From an optimization exercise on the open Yosys and OpenROAD flow, aimed at small area; shortcuts taken in it are not production practice.
The RTL was checked by simulation tests, not by an equivalence proof against the original design.
Power is estimated from default activity; no workload was simulated.

Design tcp_engine, start of the top module:
module tcp_engine (
     input  logic           clk
    ,input  logic           reset
    ,input  logic           rx_hdr_val
    ,input  logic   [1:0]   rx_hdr_flowid
    ,input  logic   [31:0]  rx_hdr_seq
    ,input  logic   [31:0]  rx_hdr_ack
    ,input  logic   [7:0]   rx_hdr_flags
    ,input  logic   [15:0]  rx_hdr_len
    ,output logic           rx_hdr_rdy
    ,output logic           rx_dst_val
    ,output logic   [1:0]   rx_dst_flowid
    ,output logic           rx_dst_accept
    ,output logic   [15:0]  rx_dst_len
    ,input  logic           rx_dst_rdy
    ,input  logic           app_tx_tail_wr_val
    ,input  logic   [1:0]   app_tx_tail_wr_flowid
    ,input  logic   [31:0]  app_tx_tail_wr_data
    ,input  logic           conn_init_val
    ,input  logic   [1:0]   conn_init_flowid
    ,input  logic   [31:0]  conn_init_snd_isn
    ,input  logic   [31:0]  conn_init_rcv_isn
    ,output logic           tx_pkt_val
    ,output logic   [1:0]   tx_pkt_flowid
    ,output logic   [31:0]  tx_pkt_seq
    ,output logic   [31:0]  tx_pkt_ack
    ,output logic   [7:0]   tx_pkt_flags
    ,output logic   [15:0]  tx_pkt_len
    ,input  logic           tx_pkt_rdy
);
    function automatic logic [31:0] add32(input logic [31:0] a, input logic [31:0] b);
        logic c;
  ...
Settings: LEC_CHECK=0, ABC_AREA=0, CAP_MARGIN=20, CELL_PAD_IN_SITES_DETAIL_PLACEMENT=1, CELL_PAD_IN_SITES_GLOBAL_PLACEMENT=1, CORE_MARGIN=2, CORE_UTILIZATION=45, PLACE_DENSITY=0.55, SLEW_MARGIN=20, SYNTH_HIERARCHICAL=1, SYNTH_MINIMUM_KEEP_SIZE=0; clock period 15.0 ns.
standard.sh (not shown) runs the stock make flow with config.mk's settings and CLKGATE_MAP_FILE= SYNTH_SCRIPT=/design/flow/synth_recipe.tcl, a recipe that flattens the netlist after the stock synthesis.
==> flow/flow/run.sh <==
#!/bin/bash
# Layout flow: the standard ORFS flow (standard.sh, standard synthesis
# unchanged), with two changes to how the layout is made:
#  - ports are buffered with the smallest buffer (buf_1) instead of the
#    default clkdlybuf4s50_1;
#  - the clock tree is built without dummy loads, with clkbuf_16 buffers
#    on clusters of at most 24 sinks within 70 um.
# make's full output goes to standard.log; ORFS writes each step's log under
# orfs/logs/.
set -euo pipefail
export BUFFER_PORTS_ARGS="-buffer_cell sky130_fd_sc_hd__buf_1"
export CTS_ARGS="-sink_clustering_enable -repair_clock_nets -dont_use_dummy_load -buf_list sky130_fd_sc_hd__clkbuf_16 -sink_clustering_size 24 -sink_clustering_max_diameter 70"
bash standard.sh > standard.log 2>&1
Edit:
--- a/flow/design.v
+++ b/flow/design.v
@@ -174,21 +174,19 @@
     always_comb begin
         logic ok;
         ok = (t_x[6] == lt8({2'b0, t_tail_lo}, {2'b0, t_nxt[5:0]}));
         for (int i = 7; i < 32; i++)
             ok = ok & (t_x[i] ^ ~(t_nxt[i-1] & t_x[i-1]));
         rem_hi0 = ok;
     end
-    logic [7:0] wl_neg;
-    assign wl_neg   = add8({2'b0, ~t_off[5:0]}, 8'd1);
-    assign win_left = {2'b0, wl_neg[5:0]};
+    assign win_left = add8(~t_off, 8'd129);
     always_comb begin
         logic [7:0] m;
         m = rem_hi0 ? {2'b00, remain[5:0]} : 8'd64;
-        if (t_off[6] && (t_off[5:0] != 6'd0) && lt8(win_left, m)) m = win_left;
+        if (lt8(win_left, m)) m = win_left;
         seg_len = m[6:0];
     end
     logic prio_r, lock_r, sel_r;
     logic sel_free, sel;
     logic ack_rdy;
     assign sel_free   = (ack_val && t_send) ? prio_r : t_send;
     assign sel        = lock_r ? sel_r : sel_free;
After rerunning:
- total power stays flat
- fmax grows slightly
- setup slack gains 0.23 ns
- cell count goes up slightly
- die area barely changes
- cell area hardly moves
- count of clock-buffer cells in the layout increases by 1
- register-to-register slack improves by 0.23 ns
- combinational power stays flat

--- another note on this design; it stands on its own ---

==> flow/design.v (excerpt) <==
module tcp_engine (
     input  logic           clk
    ,input  logic           reset
    ,input  logic           rx_hdr_val
    ,input  logic   [1:0]   rx_hdr_flowid
    ,input  logic   [31:0]  rx_hdr_seq
    ,input  logic   [31:0]  rx_hdr_ack
    ,input  logic   [7:0]   rx_hdr_flags
    ,input  logic   [15:0]  rx_hdr_len
    ,output logic           rx_hdr_rdy
    ,output logic           rx_dst_val
    ,output logic   [1:0]   rx_dst_flowid
    ,output logic           rx_dst_accept
    ,output logic   [15:0]  rx_dst_len
    ,input  logic           rx_dst_rdy
    ,input  logic           app_tx_tail_wr_val
    ,input  logic   [1:0]   app_tx_tail_wr_flowid
    ,input  logic   [31:0]  app_tx_tail_wr_data
    ,input  logic           conn_init_val
    ,input  logic   [1:0]   conn_init_flowid
    ,input  logic   [31:0]  conn_init_snd_isn
    ,input  logic   [31:0]  conn_init_rcv_isn
    ,output logic           tx_pkt_val
    ,output logic   [1:0]   tx_pkt_flowid
    ,output logic   [31:0]  tx_pkt_seq
    ,output logic   [31:0]  tx_pkt_ack
    ,output logic   [7:0]   tx_pkt_flags
    ,output logic   [15:0]  tx_pkt_len
    ,input  logic           tx_pkt_rdy
);
Size in the first run: about 580 flip-flops, ~32000 um2 of cells after synthesis.
clock: 15.0 ns
lec_check: 0
abc_area: 1
cap_margin: 20
core_margin: 2
core_utilization: 60
slew_margin: 20
standard.sh (not shown) runs the stock make flow with config.mk's settings and CLKGATE_MAP_FILE= SYNTH_SCRIPT=/design/flow/synth_recipe.tcl, a recipe that flattens the netlist after the stock synthesis.
==> flow/flow/run.sh <==
#!/bin/bash
# Layout flow: the standard ORFS flow (standard.sh, standard synthesis
# unchanged), with two changes to how the layout is made:
#  - ports are buffered with the smallest buffer (buf_1) instead of the
#    default clkdlybuf4s50_1;
#  - the clock tree is built without dummy loads, with clkbuf_16 buffers
#    on clusters of at most 20 sinks within 60 um.
# make's full output goes to standard.log; ORFS writes each step's log under
# orfs/logs/.
set -euo pipefail
export BUFFER_PORTS_ARGS="-buffer_cell sky130_fd_sc_hd__buf_1"
export CTS_ARGS="-sink_clustering_enable -repair_clock_nets -dont_use_dummy_load -buf_list sky130_fd_sc_hd__clkbuf_16 -sink_clustering_size 20 -sink_clustering_max_diameter 60"
bash standard.sh > standard.log 2>&1
Edit:
==> flow/run.sh (new file) <==
#!/bin/bash
# synth_recipe.tcl (not shown) runs the flow's synth.tcl, then flattens the netlist and writes it again
# the make line also repeats each setting of config.mk as NAME=value (left out here)
make -C /OpenROAD-flow-scripts/flow DESIGN_CONFIG=/design/flow/config.mk WORK_HOME=/design/flow/orfs CLKGATE_MAP_FILE= SYNTH_SCRIPT=/design/flow/synth_recipe.tcl finish
removed: flow/flow/run.sh
removed: flow/standard.sh
What happened:
- area after synthesis is unchanged
- setup slack gets worse by 0.35 ns
- cell count came out higher by about 1.5%
- die area is unchanged
- non-clock buffer count came out higher by 4
- utilization came out higher by 4.9 points
- global-route usage came out lower by 0.26 points
- sequential cell count does not change
- maximum frequency came out lower by about 2.4%

[separate check: timing with driven ports]
The results above use ideal ports. As a check the final layouts listed here were re-extracted and re-timed, cells and wires unchanged. Step 1 sets driving cells, clkbuf_16 on the clock port and buf_2 on the other inputs (assumed; they add their load-dependent delay and slew). Step 2 adds t to the input delays and takes it off the output delays; t is the mean of the earliest and latest rising clock arrival at the registers after step 1. Input paths then give back, and output paths get back, about the clock's delay inside the block. a / b / c = ideal / step 1 / step 2; a / b = the first two.
run | t (ns) | setup WS [ns] | worst data-port slew with drivers (ns) | cell pins on the clock port's net
the first run of note 1 | 0.675 | 1.710 / 1.710 / 1.710 | 0.14 | 1
the second run of note 1 | 0.663 | 1.941 / 1.941 / 1.941 | 0.12 | 1
the first run of note 2 | 0.665 | 0.988 / 0.988 / 0.988 | 0.11 | 1
the second run of note 2 | 0.707 | 0.641 / 0.641 / 0.641 | 0.09 | 1
After both steps setup and hold are still met in every run listed.
